This design comes from an exercise in tuning for small area on the open sky130 flow, not from production work.
At most, simulation tests tie the RTL to the original design; equivalence was not proved.
No activity file was given, so power comes from the tool's default toggle rates.

==> branch harbor: inputs <==
==> flow/design.v <==
module reg_file #(
  parameter int XLEN = 32,
  parameter int NREG = 32
) (
  input  logic            Clock,
  input  logic            nReset,
  input  logic            Wreg,
  input  logic [4:0]      rd,
  input  logic [XLEN-1:0] Wdata,
  input  logic [4:0]      rs1,
  input  logic [4:0]      rs2,
  input  logic            use_rs1,
  input  logic            use_rs2,
  input  logic            issue_valid,
  input  logic            issue_wreg,
  input  logic [4:0]      issue_rd,
  input  logic            flush,
  output logic [XLEN-1:0] rdata1,
  output logic [XLEN-1:0] rdata2,
  output logic            stall,
  output logic            pending_any
);
  logic [XLEN-1:0] regs [1:NREG-1];
  logic [NREG-1:1] valid;
  logic [1:0]      pend [1:NREG-1];
  logic            retire;
  logic [NREG-1:1] wdec;    
  logic [NREG-1:1] keep;    
  logic [NREG-1:1] dec1;    
  logic [NREG-1:1] dec2;    
  logic [NREG-1:1] deci;    
  logic [NREG-1:1] valid_d;
  logic [NREG-1:1] wdec_n;
  logic [NREG-1:1] keep_l;    
  logic [NREG-1:1] sel1, sel2, sel1_n, sel2_n;
  logic [3:0] w_hi, s1_hi, s2_hi;
  logic [7:0] w_lo, s1_lo, s2_lo;
  assign retire = Wreg && (rd != 5'd0);
  always_comb begin
    for (int k = 0; k < 4; k++) begin
      w_hi[k]  = Wreg && (rd[4:3] == 2'(k));
      s1_hi[k] = (rs1[4:3] == 2'(k));
      s2_hi[k] = (rs2[4:3] == 2'(k));
    end
    for (int j = 0; j < 8; j++) begin
      w_lo[j]  = (rd[2:0] == 3'(j));
      s1_lo[j] = (rs1[2:0] == 3'(j));
      s2_lo[j] = (rs2[2:0] == 3'(j));
    end
  end
  for (genvar r = 1; r < NREG; r++) begin : g_dec
    reg_file_nand2 u_keep (.a(w_hi[r / 8]), .b(w_lo[r % 8]), .y(keep[r]));
    reg_file_nand2 u_wen  (.a(w_hi[r / 8]), .b(w_lo[r % 8]), .y(wdec_n[r]));
    reg_file_inv   u_we   (.a(wdec_n[r]), .y(wdec[r]));
    reg_file_nand3 u_sel1 (.a(s1_hi[r / 8]), .b(s1_lo[r % 8]), .c(valid_d[r]), .y(sel1_n[r]));
    reg_file_nand3 u_sel2 (.a(s2_hi[r / 8]), .b(s2_lo[r % 8]), .c(valid_d[r]), .y(sel2_n[r]));
    reg_file_inv   u_s1   (.a(sel1_n[r]), .y(sel1[r]));
    reg_file_inv   u_s2   (.a(sel2_n[r]), .y(sel2[r]));
  end
  always_comb begin
    for (int r = 1; r < NREG; r++) begin
      dec1[r]    = s1_hi[r / 8] && s1_lo[r % 8];
      dec2[r]    = s2_hi[r / 8] && s2_lo[r % 8];
      deci[r]    = (issue_rd == 5'(r));
      valid_d[r] = valid[r] || (w_hi[r / 8] && w_lo[r % 8]);
      keep_l[r]  = !(w_hi[r / 8] && w_lo[r % 8]);
    end
  end
  logic [XLEN-1:0] regs_d [1:NREG-1];
  for (genvar r = 1; r < NREG; r++) begin : g_word
    for (genvar b = 0; b < XLEN; b++) begin : g_bit
      reg_file_hold u_hold (
        .w(Wdata[b]), .we(wdec[r]), .keep(keep[r]), .q(regs[r][b]), .d(regs_d[r][b]));
    end
  end
  always_ff @(posedge Clock) begin
    for (int r = 1; r < NREG; r++)
      regs[r] <= regs_d[r];
  end
  for (genvar b = 0; b < XLEN; b++) begin : g_rbit
    logic [NREG-2:0] col;
    always_comb begin
      for (int r = 1; r < NREG; r++)
        col[r-1] = regs_d[r][b];
    end
    reg_file_mux #(.N(NREG-1)) u_rd1 (.sel(sel1), .d(col), .y(rdata1[b]));
    reg_file_mux #(.N(NREG-1)) u_rd2 (.sel(sel2), .d(col), .y(rdata2[b]));
  end
  always_ff @(posedge Clock or negedge nReset) begin
    if (!nReset)
      valid <= '0;
    else
      valid <= valid_d;
  end
  logic [NREG-1:1] hz;      
  logic [NREG-1:1] deci_p1;   
  logic [NREG-1:1] pend_p0;   
  logic [NREG-1:1] up;      
  logic [NREG-1:1] down;    
  logic [1:0]      pend_d [1:NREG-1];
  logic            any1, any2, anyi;
  logic            issue_fire, same, fire_only, retire_only;
  for (genvar r = 1; r < NREG; r++) begin : g_pend
    reg_file_pend u_pend (
      .p(pend[r]), .up(up[r]), .down(down[r]), .keep(keep_l[r]), .flush(flush),
      .n(pend_d[r]), .hz(hz[r]));
    assign deci_p1[r] = deci[r] && pend[r][1];
    assign pend_p0[r] = pend[r][0];
  end
  reg_file_mux #(.N(NREG-1)) u_hz1 (.sel(dec1), .d(hz), .y(any1));
  reg_file_mux #(.N(NREG-1)) u_hz2 (.sel(dec2), .d(hz), .y(any2));
  reg_file_mux #(.N(NREG-1)) u_full (.sel(deci_p1), .d(pend_p0), .y(anyi));
  assign stall      = issue_valid && !flush &&
                      ((use_rs1 && any1) || (use_rs2 && any2) || (issue_wreg && anyi));
  assign issue_fire = issue_valid && !stall && issue_wreg;
  assign same        = issue_fire && retire && (issue_rd == rd);
  assign fire_only   = issue_fire && !same;
  assign retire_only = retire && !same;
  always_comb begin
    for (int r = 1; r < NREG; r++) begin
      up[r]   = fire_only && deci[r];
      down[r] = retire_only && (rd == 5'(r));
    end
  end
  always_ff @(posedge Clock or negedge nReset) begin
    if (!nReset) begin
      for (int r = 1; r < NREG; r++)
        pend[r] <= 2'd0;
    end else begin
      for (int r = 1; r < NREG; r++)
        pend[r] <= pend_d[r];
    end
  end
  always_comb begin
    pending_any = 1'b0;
    for (int r = 1; r < NREG; r++)
      pending_any = pending_any | (pend[r] != 2'd0);
  end
endmodule
module reg_file_hold (
  input  logic w,
  input  logic we,
  input  logic keep,
  input  logic q,
  output logic d
);
  assign d = (w & we) | (q & keep);
endmodule
module reg_file_mux #(
  parameter int N = 32
) (
  input  logic [N-1:0] sel,
  input  logic [N-1:0] d,
  output logic         y
);
  localparam int NG = N / 3;
  localparam int NR = N % 3;
  localparam int NT = NG + (NR != 0 ? 1 : 0);
  logic [NT-1:0] g;
  for (genvar k = 0; k < NG; k++) begin : g_aoi
    reg_file_aoi222 u_aoi (.a(sel[3*k +: 3]), .b(d[3*k +: 3]), .y(g[k]));
  end
  if (NR == 2) begin : g_r2
    reg_file_aoi22 u_aoi (.a(sel[N-1 -: 2]), .b(d[N-1 -: 2]), .y(g[NG]));
  end else if (NR == 1) begin : g_r1
    reg_file_nand2 u_nand (.a(sel[N-1]), .b(d[N-1]), .y(g[NG]));
  end
  reg_file_nand #(.N(NT)) u_or (.a(g), .y(y));
endmodule
module reg_file_aoi222 (
  input  logic [2:0] a,
  input  logic [2:0] b,
  output logic       y
);
  assign y = ~|(a & b);
endmodule
module reg_file_aoi22 (
  input  logic [1:0] a,
  input  logic [1:0] b,
  output logic       y
);
  assign y = ~|(a & b);
endmodule
module reg_file_nand2 (
  input  logic a,
  input  logic b,
  output logic y
);
  assign y = ~(a & b);
endmodule
module reg_file_nand3 (
  input  logic a,
  input  logic b,
  input  logic c,
  output logic y
);
  assign y = ~(a & b & c);
endmodule
module reg_file_inv (
  input  logic a,
  output logic y
);
  assign y = ~a;
endmodule
module reg_file_nand #(
  parameter int N = 11
) (
  input  logic [N-1:0] a,
  output logic         y
);
  assign y = ~&a;
endmodule
module reg_file_pend (
  input  logic [1:0] p,
  input  logic       up,
  input  logic       down,
  input  logic       keep,
  input  logic       flush,
  output logic [1:0] n,
  output logic       hz
);
  assign n[1] = !flush && (p[0] ? (p[1] || up) : (p[1] && !down));
  assign n[0] = !flush && (p[0] ? !(up || down) : (up || (down && p[1])));
  assign hz   = p[1] || (p[0] && keep);
endmodule
==> flow/flow/run.sh <==
#!/bin/bash
# Own layout flow: the standard flow (standard.sh), with changes made
# through ORFS's own variables and step hooks:
#  - ports are buffered with sky130_fd_sc_hd__buf_1 instead of the default
#    choice (a delay cell);
#  - timing-driven global placement keeps none of its trial buffering
#    (GPL_KEEP_OVERFLOW=0), so buffers come only from repair_design;
#  - before repair_design, flow/size.tcl gives high-fanout nets stronger
#    drivers of the same function instead of extra buffers;
#  - clock tree synthesis uses clkbuf_4 with small sink clusters and does not
#    insert dummy loads.
# The full output of the run goes to flow_make.log in the work folder; ORFS
# writes each step's log under orfs/logs/.
set -euo pipefail
here=$(pwd)
export BUFFER_PORTS_ARGS="-buffer_cell sky130_fd_sc_hd__buf_1"
export GPL_KEEP_OVERFLOW=0
export PRE_RESIZE_TCL="$here/flow/size.tcl"
export CTS_ARGS="-sink_clustering_enable -repair_clock_nets -dont_use_dummy_load -buf_list sky130_fd_sc_hd__clkbuf_4 -sink_clustering_size 8 -sink_clustering_max_diameter 50"
bash standard.sh finish > flow_make.log 2>&1
==> flow/flow/size.tcl <==
# Run before repair_design: give each high-fanout net a driver of a larger
# drive strength of the same function, in place of the buffers repair_design
# would otherwise add on it. Only inverters, NAND2/NAND3/NOR2 gates and port
# input buffers are resized; the netlist's function is unchanged.
set sz_count 0
foreach sz_net [[ord::get_db_block] getNets] {
  if {[$sz_net getSigType] ne "SIGNAL"} { continue }
  set sz_drv ""
  set sz_fo 0
  foreach sz_it [$sz_net getITerms] {
    if {[$sz_it isOutputSignal]} { set sz_drv $sz_it } elseif {[$sz_it isInputSignal]} { incr sz_fo }
  }
  if {$sz_drv eq "" || $sz_fo < 12} { continue }
  set sz_inst [$sz_drv getInst]
  set sz_m [[$sz_inst getMaster] getName]
  set sz_new ""
  if {[regexp {^sky130_fd_sc_hd__inv_[12]$} $sz_m]} {
    set sz_new "sky130_fd_sc_hd__inv_2"
  } elseif {[regexp {^sky130_fd_sc_hd__(nand2|nand3|nor2|buf)_1$} $sz_m -> sz_f]} {
    set sz_new "sky130_fd_sc_hd__${sz_f}_2"
  }
  if {$sz_new ne "" && $sz_new ne $sz_m} {
    replace_cell [$sz_inst getName] $sz_new
    incr sz_count
  }
}
puts "size.tcl: resized $sz_count drivers of high-fanout nets"
==> flow/standard.sh <==
#!/bin/bash
# synth_recipe.tcl (not shown) runs the flow's synth.tcl, then flattens the netlist and writes it again
# the make line also repeats each setting of config.mk as NAME=value (left out here)
make -C /OpenROAD-flow-scripts/flow DESIGN_CONFIG=/design/flow/config.mk WORK_HOME=/design/flow/orfs CLKGATE_MAP_FILE= SYNTH_SCRIPT=/design/flow/synth_recipe.tcl "${@:-finish}"
==> flow/config.mk <==
export PLATFORM = sky130hd
export DESIGN_NAME = reg_file
export DESIGN_NICKNAME = reg_file
export VERILOG_FILES = /design/flow/design.v
export SDC_FILE = /design/flow/constraint.sdc
export NUM_CORES = 4
export LEC_CHECK = 0
export CAP_MARGIN = 20
export CORE_MARGIN = 2
export CORE_UTILIZATION = 50
export SLEW_MARGIN = 20
export SYNTH_HIERARCHICAL = 1
export SYNTH_MINIMUM_KEEP_SIZE = 0
==> flow/constraint.sdc <==
create_clock -name core_clock -period 8.0 [get_ports {Clock}]
set_input_delay 1.6000 -clock core_clock [delete_from_list [all_inputs] [get_ports {Clock}]]
set_output_delay 1.6000 -clock core_clock [all_outputs]
set_load 0.01 [all_outputs]
==> branch quartz: changes against branch harbor <==
--- a/flow/design.v
+++ b/flow/design.v
@@ -30,40 +30,18 @@
   logic [NREG-1:1] dec2;    
   logic [NREG-1:1] deci;    
   logic [NREG-1:1] valid_d;
-  logic [NREG-1:1] wdec_n;
-  logic [NREG-1:1] keep_l;    
-  logic [NREG-1:1] sel1, sel2, sel1_n, sel2_n;
-  logic [3:0] w_hi, s1_hi, s2_hi;
-  logic [7:0] w_lo, s1_lo, s2_lo;
+  logic [NREG-1:1] sel1, sel2;
   assign retire = Wreg && (rd != 5'd0);
   always_comb begin
-    for (int k = 0; k < 4; k++) begin
-      w_hi[k]  = Wreg && (rd[4:3] == 2'(k));
-      s1_hi[k] = (rs1[4:3] == 2'(k));
-      s2_hi[k] = (rs2[4:3] == 2'(k));
-    end
-    for (int j = 0; j < 8; j++) begin
-      w_lo[j]  = (rd[2:0] == 3'(j));
-      s1_lo[j] = (rs1[2:0] == 3'(j));
-      s2_lo[j] = (rs2[2:0] == 3'(j));
-    end
-  end
-  for (genvar r = 1; r < NREG; r++) begin : g_dec
-    reg_file_nand2 u_keep (.a(w_hi[r / 8]), .b(w_lo[r % 8]), .y(keep[r]));
-    reg_file_nand2 u_wen  (.a(w_hi[r / 8]), .b(w_lo[r % 8]), .y(wdec_n[r]));
-    reg_file_inv   u_we   (.a(wdec_n[r]), .y(wdec[r]));
-    reg_file_nand3 u_sel1 (.a(s1_hi[r / 8]), .b(s1_lo[r % 8]), .c(valid_d[r]), .y(sel1_n[r]));
-    reg_file_nand3 u_sel2 (.a(s2_hi[r / 8]), .b(s2_lo[r % 8]), .c(valid_d[r]), .y(sel2_n[r]));
-    reg_file_inv   u_s1   (.a(sel1_n[r]), .y(sel1[r]));
-    reg_file_inv   u_s2   (.a(sel2_n[r]), .y(sel2[r]));
-  end
-  always_comb begin
     for (int r = 1; r < NREG; r++) begin
-      dec1[r]    = s1_hi[r / 8] && s1_lo[r % 8];
-      dec2[r]    = s2_hi[r / 8] && s2_lo[r % 8];
+      wdec[r]    = retire && (rd == 5'(r));
+      keep[r]    = !wdec[r];
+      dec1[r]    = (rs1 == 5'(r));
+      dec2[r]    = (rs2 == 5'(r));
       deci[r]    = (issue_rd == 5'(r));
-      valid_d[r] = valid[r] || (w_hi[r / 8] && w_lo[r % 8]);
-      keep_l[r]  = !(w_hi[r / 8] && w_lo[r % 8]);
+      valid_d[r] = valid[r] || wdec[r];
+      sel1[r]    = dec1[r] && valid_d[r];
+      sel2[r]    = dec2[r] && valid_d[r];
     end
   end
   logic [XLEN-1:0] regs_d [1:NREG-1];
@@ -93,8 +71,7 @@
       valid <= valid_d;
   end
   logic [NREG-1:1] hz;      
-  logic [NREG-1:1] deci_p1;   
-  logic [NREG-1:1] pend_p0;   
+  logic [NREG-1:1] full;    
   logic [NREG-1:1] up;      
   logic [NREG-1:1] down;    
   logic [1:0]      pend_d [1:NREG-1];
@@ -102,14 +79,12 @@
   logic            issue_fire, same, fire_only, retire_only;
   for (genvar r = 1; r < NREG; r++) begin : g_pend
     reg_file_pend u_pend (
-      .p(pend[r]), .up(up[r]), .down(down[r]), .keep(keep_l[r]), .flush(flush),
-      .n(pend_d[r]), .hz(hz[r]));
-    assign deci_p1[r] = deci[r] && pend[r][1];
-    assign pend_p0[r] = pend[r][0];
+      .p(pend[r]), .up(up[r]), .down(down[r]), .keep(keep[r]), .flush(flush),
+      .n(pend_d[r]), .hz(hz[r]), .full(full[r]));
   end
   reg_file_mux #(.N(NREG-1)) u_hz1 (.sel(dec1), .d(hz), .y(any1));
   reg_file_mux #(.N(NREG-1)) u_hz2 (.sel(dec2), .d(hz), .y(any2));
-  reg_file_mux #(.N(NREG-1)) u_full (.sel(deci_p1), .d(pend_p0), .y(anyi));
+  reg_file_mux #(.N(NREG-1)) u_full (.sel(deci), .d(full), .y(anyi));
   assign stall      = issue_valid && !flush &&
                       ((use_rs1 && any1) || (use_rs2 && any2) || (issue_wreg && anyi));
   assign issue_fire = issue_valid && !stall && issue_wreg;
@@ -188,20 +163,6 @@
 );
   assign y = ~(a & b);
 endmodule
-module reg_file_nand3 (
-  input  logic a,
-  input  logic b,
-  input  logic c,
-  output logic y
-);
-  assign y = ~(a & b & c);
-endmodule
-module reg_file_inv (
-  input  logic a,
-  output logic y
-);
-  assign y = ~a;
-endmodule
 module reg_file_nand #(
   parameter int N = 11
 ) (
@@ -217,9 +178,11 @@
   input  logic       keep,
   input  logic       flush,
   output logic [1:0] n,
-  output logic       hz
+  output logic       hz,
+  output logic       full
 );
   assign n[1] = !flush && (p[0] ? (p[1] || up) : (p[1] && !down));
   assign n[0] = !flush && (p[0] ? !(up || down) : (up || (down && p[1])));
   assign hz   = p[1] || (p[0] && keep);
+  assign full = p[1] && p[0];
 endmodule
==> flow/flow/run.sh (replaced) <==
#!/bin/bash
# Own layout flow: the standard flow (standard.sh), with two changes made
# through ORFS's own variables:
#  - ports are buffered with sky130_fd_sc_hd__buf_1 instead of the default
#    choice (a delay cell);
#  - clock tree synthesis uses clkbuf_8 with smaller sink clusters and does
#    not insert dummy loads.
# The full output of the run goes to flow_make.log in the work folder; ORFS
# writes each step's log under orfs/logs/.
set -euo pipefail
export BUFFER_PORTS_ARGS="-buffer_cell sky130_fd_sc_hd__buf_1"
export CTS_ARGS="-sink_clustering_enable -repair_clock_nets -dont_use_dummy_load -buf_list sky130_fd_sc_hd__clkbuf_8 -sink_clustering_size 14 -sink_clustering_max_diameter 50"
bash standard.sh finish > flow_make.log 2>&1
CAP_MARGIN = 10   (was 20)
SLEW_MARGIN = 10   (was 20)
removed: flow/flow/size.tcl
==> branch sierra: changes against branch harbor <==
--- a/flow/design.v
+++ b/flow/design.v
@@ -30,40 +30,18 @@
   logic [NREG-1:1] dec2;    
   logic [NREG-1:1] deci;    
   logic [NREG-1:1] valid_d;
-  logic [NREG-1:1] wdec_n;
-  logic [NREG-1:1] keep_l;    
-  logic [NREG-1:1] sel1, sel2, sel1_n, sel2_n;
-  logic [3:0] w_hi, s1_hi, s2_hi;
-  logic [7:0] w_lo, s1_lo, s2_lo;
+  logic [NREG-1:1] sel1, sel2;
   assign retire = Wreg && (rd != 5'd0);
   always_comb begin
-    for (int k = 0; k < 4; k++) begin
-      w_hi[k]  = Wreg && (rd[4:3] == 2'(k));
-      s1_hi[k] = (rs1[4:3] == 2'(k));
-      s2_hi[k] = (rs2[4:3] == 2'(k));
-    end
-    for (int j = 0; j < 8; j++) begin
-      w_lo[j]  = (rd[2:0] == 3'(j));
-      s1_lo[j] = (rs1[2:0] == 3'(j));
-      s2_lo[j] = (rs2[2:0] == 3'(j));
-    end
-  end
-  for (genvar r = 1; r < NREG; r++) begin : g_dec
-    reg_file_nand2 u_keep (.a(w_hi[r / 8]), .b(w_lo[r % 8]), .y(keep[r]));
-    reg_file_nand2 u_wen  (.a(w_hi[r / 8]), .b(w_lo[r % 8]), .y(wdec_n[r]));
-    reg_file_inv   u_we   (.a(wdec_n[r]), .y(wdec[r]));
-    reg_file_nand3 u_sel1 (.a(s1_hi[r / 8]), .b(s1_lo[r % 8]), .c(valid_d[r]), .y(sel1_n[r]));
-    reg_file_nand3 u_sel2 (.a(s2_hi[r / 8]), .b(s2_lo[r % 8]), .c(valid_d[r]), .y(sel2_n[r]));
-    reg_file_inv   u_s1   (.a(sel1_n[r]), .y(sel1[r]));
-    reg_file_inv   u_s2   (.a(sel2_n[r]), .y(sel2[r]));
-  end
-  always_comb begin
     for (int r = 1; r < NREG; r++) begin
-      dec1[r]    = s1_hi[r / 8] && s1_lo[r % 8];
-      dec2[r]    = s2_hi[r / 8] && s2_lo[r % 8];
+      wdec[r]    = retire && (rd == 5'(r));
+      keep[r]    = !wdec[r];
+      dec1[r]    = (rs1 == 5'(r));
+      dec2[r]    = (rs2 == 5'(r));
       deci[r]    = (issue_rd == 5'(r));
-      valid_d[r] = valid[r] || (w_hi[r / 8] && w_lo[r % 8]);
-      keep_l[r]  = !(w_hi[r / 8] && w_lo[r % 8]);
+      valid_d[r] = valid[r] || wdec[r];
+      sel1[r]    = dec1[r] && valid_d[r];
+      sel2[r]    = dec2[r] && valid_d[r];
     end
   end
   logic [XLEN-1:0] regs_d [1:NREG-1];
@@ -102,7 +80,7 @@
   logic            issue_fire, same, fire_only, retire_only;
   for (genvar r = 1; r < NREG; r++) begin : g_pend
     reg_file_pend u_pend (
-      .p(pend[r]), .up(up[r]), .down(down[r]), .keep(keep_l[r]), .flush(flush),
+      .p(pend[r]), .up(up[r]), .down(down[r]), .keep(keep[r]), .flush(flush),
       .n(pend_d[r]), .hz(hz[r]));
     assign deci_p1[r] = deci[r] && pend[r][1];
     assign pend_p0[r] = pend[r][0];
@@ -188,20 +166,6 @@
 );
   assign y = ~(a & b);
 endmodule
-module reg_file_nand3 (
-  input  logic a,
-  input  logic b,
-  input  logic c,
-  output logic y
-);
-  assign y = ~(a & b & c);
-endmodule
-module reg_file_inv (
-  input  logic a,
-  output logic y
-);
-  assign y = ~a;
-endmodule
 module reg_file_nand #(
   parameter int N = 11
 ) (
==> flow/flow/run.sh (replaced) <==
#!/bin/bash
# Own layout flow: the standard flow (standard.sh), with two changes made
# through ORFS's own variables:
#  - ports are buffered with sky130_fd_sc_hd__buf_1 instead of the default
#    choice (a delay cell);
#  - clock tree synthesis uses clkbuf_4 with small sink clusters and does not
#    insert dummy loads.
# The full output of the run goes to flow_make.log in the work folder; ORFS
# writes each step's log under orfs/logs/.
set -euo pipefail
export BUFFER_PORTS_ARGS="-buffer_cell sky130_fd_sc_hd__buf_1"
export CTS_ARGS="-sink_clustering_enable -repair_clock_nets -dont_use_dummy_load -buf_list sky130_fd_sc_hd__clkbuf_4 -sink_clustering_size 8 -sink_clustering_max_diameter 40"
bash standard.sh finish > flow_make.log 2>&1
CAP_MARGIN = 0   (was 20)
PLACE_DENSITY = 0.75   (was unset)
SLEW_MARGIN = 0   (was 20)
removed: flow/flow/size.tcl
==> results list <==
- Combined area of the multi-input logic cells: 21000 µm²
* H-tree depth: 4
* Status: timing/DRC/antenna clean
- Once detailed placement completed, the half-perimeter wirelength came to 113 mm.
- The initial antenna violation count is 11.
- In this run the critical register-to-register path is captured at pend[20][1].
- After detailed routing, the average wire length per cell comes to 38.9 µm.
- After the last flow step, the layout net total stands at 4299.
* Vias in the first global route: 40600
- Worst setup skew after layout: 0.111 ns
- Multi-input combinational cell count: 2709
- The number of nets in the synthesized netlist is 4029.
- Met2 Resource Use GR: 63.5%
- Maximum number of pins on one net before global-route repair: 76
- The synthesized netlist devotes 37.6% of its cell area to compound gates.
* Share of the final layout cell area in sequential cells: 47.1%
- In this run switching power makes up 29.8% of total power.
* Final design area excluding fillers: 47100 µm²
* Gate count after technology mapping: 3969
- The critical path runs through a total of 12 cells.
The numbers above come from branch harbor.

==> results list <==
- Met2 Resource Use GR: 54.7%
- Per-cell routed wire length: 35.2 µm
- Counting distinct cell types in the post-synthesis netlist gives 46.
* Share of the final layout cell area in sequential cells: 45.8%
- Entering global routing, the biggest net connects 96 pins.
- 2654 cells are multi-input combinational gates.
- Combined area of the multi-input logic cells: 21300 µm²
* Final design area excluding fillers: 48400 µm²
* Status: timing/DRC/antenna clean
- The via count of the first global-routing pass is 41800.
- Worst setup skew after layout: 0.0607 ns
- For the worst-skew pair, the clock arrives at the later sink with an insertion delay of 1.06 ns.
- Post-layout net count: 4367
* Die outline width: 300 µm
- Max-Cap Viols: 0
* DP Wirelength: 111 mm
* Worst R2R Setup Slack: 4.34 ns
* Compound-cell area share of the yosys netlist: 39.0%
The numbers above come from branch sierra.

==> results list <==
- Final design area excluding fillers: 48300 µm²
- Gate count after technology mapping: 3878
- Share of the final layout cell area in sequential cells: 45.9%
- DP Wirelength: 125 mm
- Maximum number of pins on one net before global-route repair: 72
- Worst setup skew after layout: 0.0788 ns
- Vias in the first global route: 44500
- Per-cell routed wire length: 40.9 µm
- After the last flow step, the layout net total stands at 4297.
* Status: timing/DRC/antenna clean
The numbers above come from branch quartz.

No functional check of the RTL was part of branch sierra.

[port drivers added, routing unchanged]
Ports are ideal in the flow. The routed layouts listed here were re-timed in OpenROAD.
Step 1 sets driving cells, clkbuf_16 on the clock port and buf_2 on the other inputs (assumed; they add their load-dependent delay and slew).
Step 2 adds t to the input delays and takes it off the output delays; t is the mean of the earliest and latest rising clock arrival at the registers after step 1. Input paths then give back, and output paths get back, about the clock's delay inside the block.
a / b / c = ideal ports / drivers / drivers and shift; a / b = the first two.
| run | t, ns | slack for setup (ns) | worst setup path after step 2 | slew at the worst register clock pin (ns) |
|---|---|---|---|---|
| branch harbor | 1.134 | 0.639 / 0.567 / 0.567 | input to output | 0.10 / 0.10 |
| branch quartz | 0.850 | 0.271 / 0.247 / 0.247 | input to output | 0.10 / 0.10 |
| branch sierra | 1.139 | 0.866 / 0.839 / 0.839 | input to output | 0.10 / 0.10 |
After both steps every run listed still meets setup and hold. The setup slack of branch harbor, which loses most, moves by -0.072 ns with the drivers and by -0.072 ns with both steps.
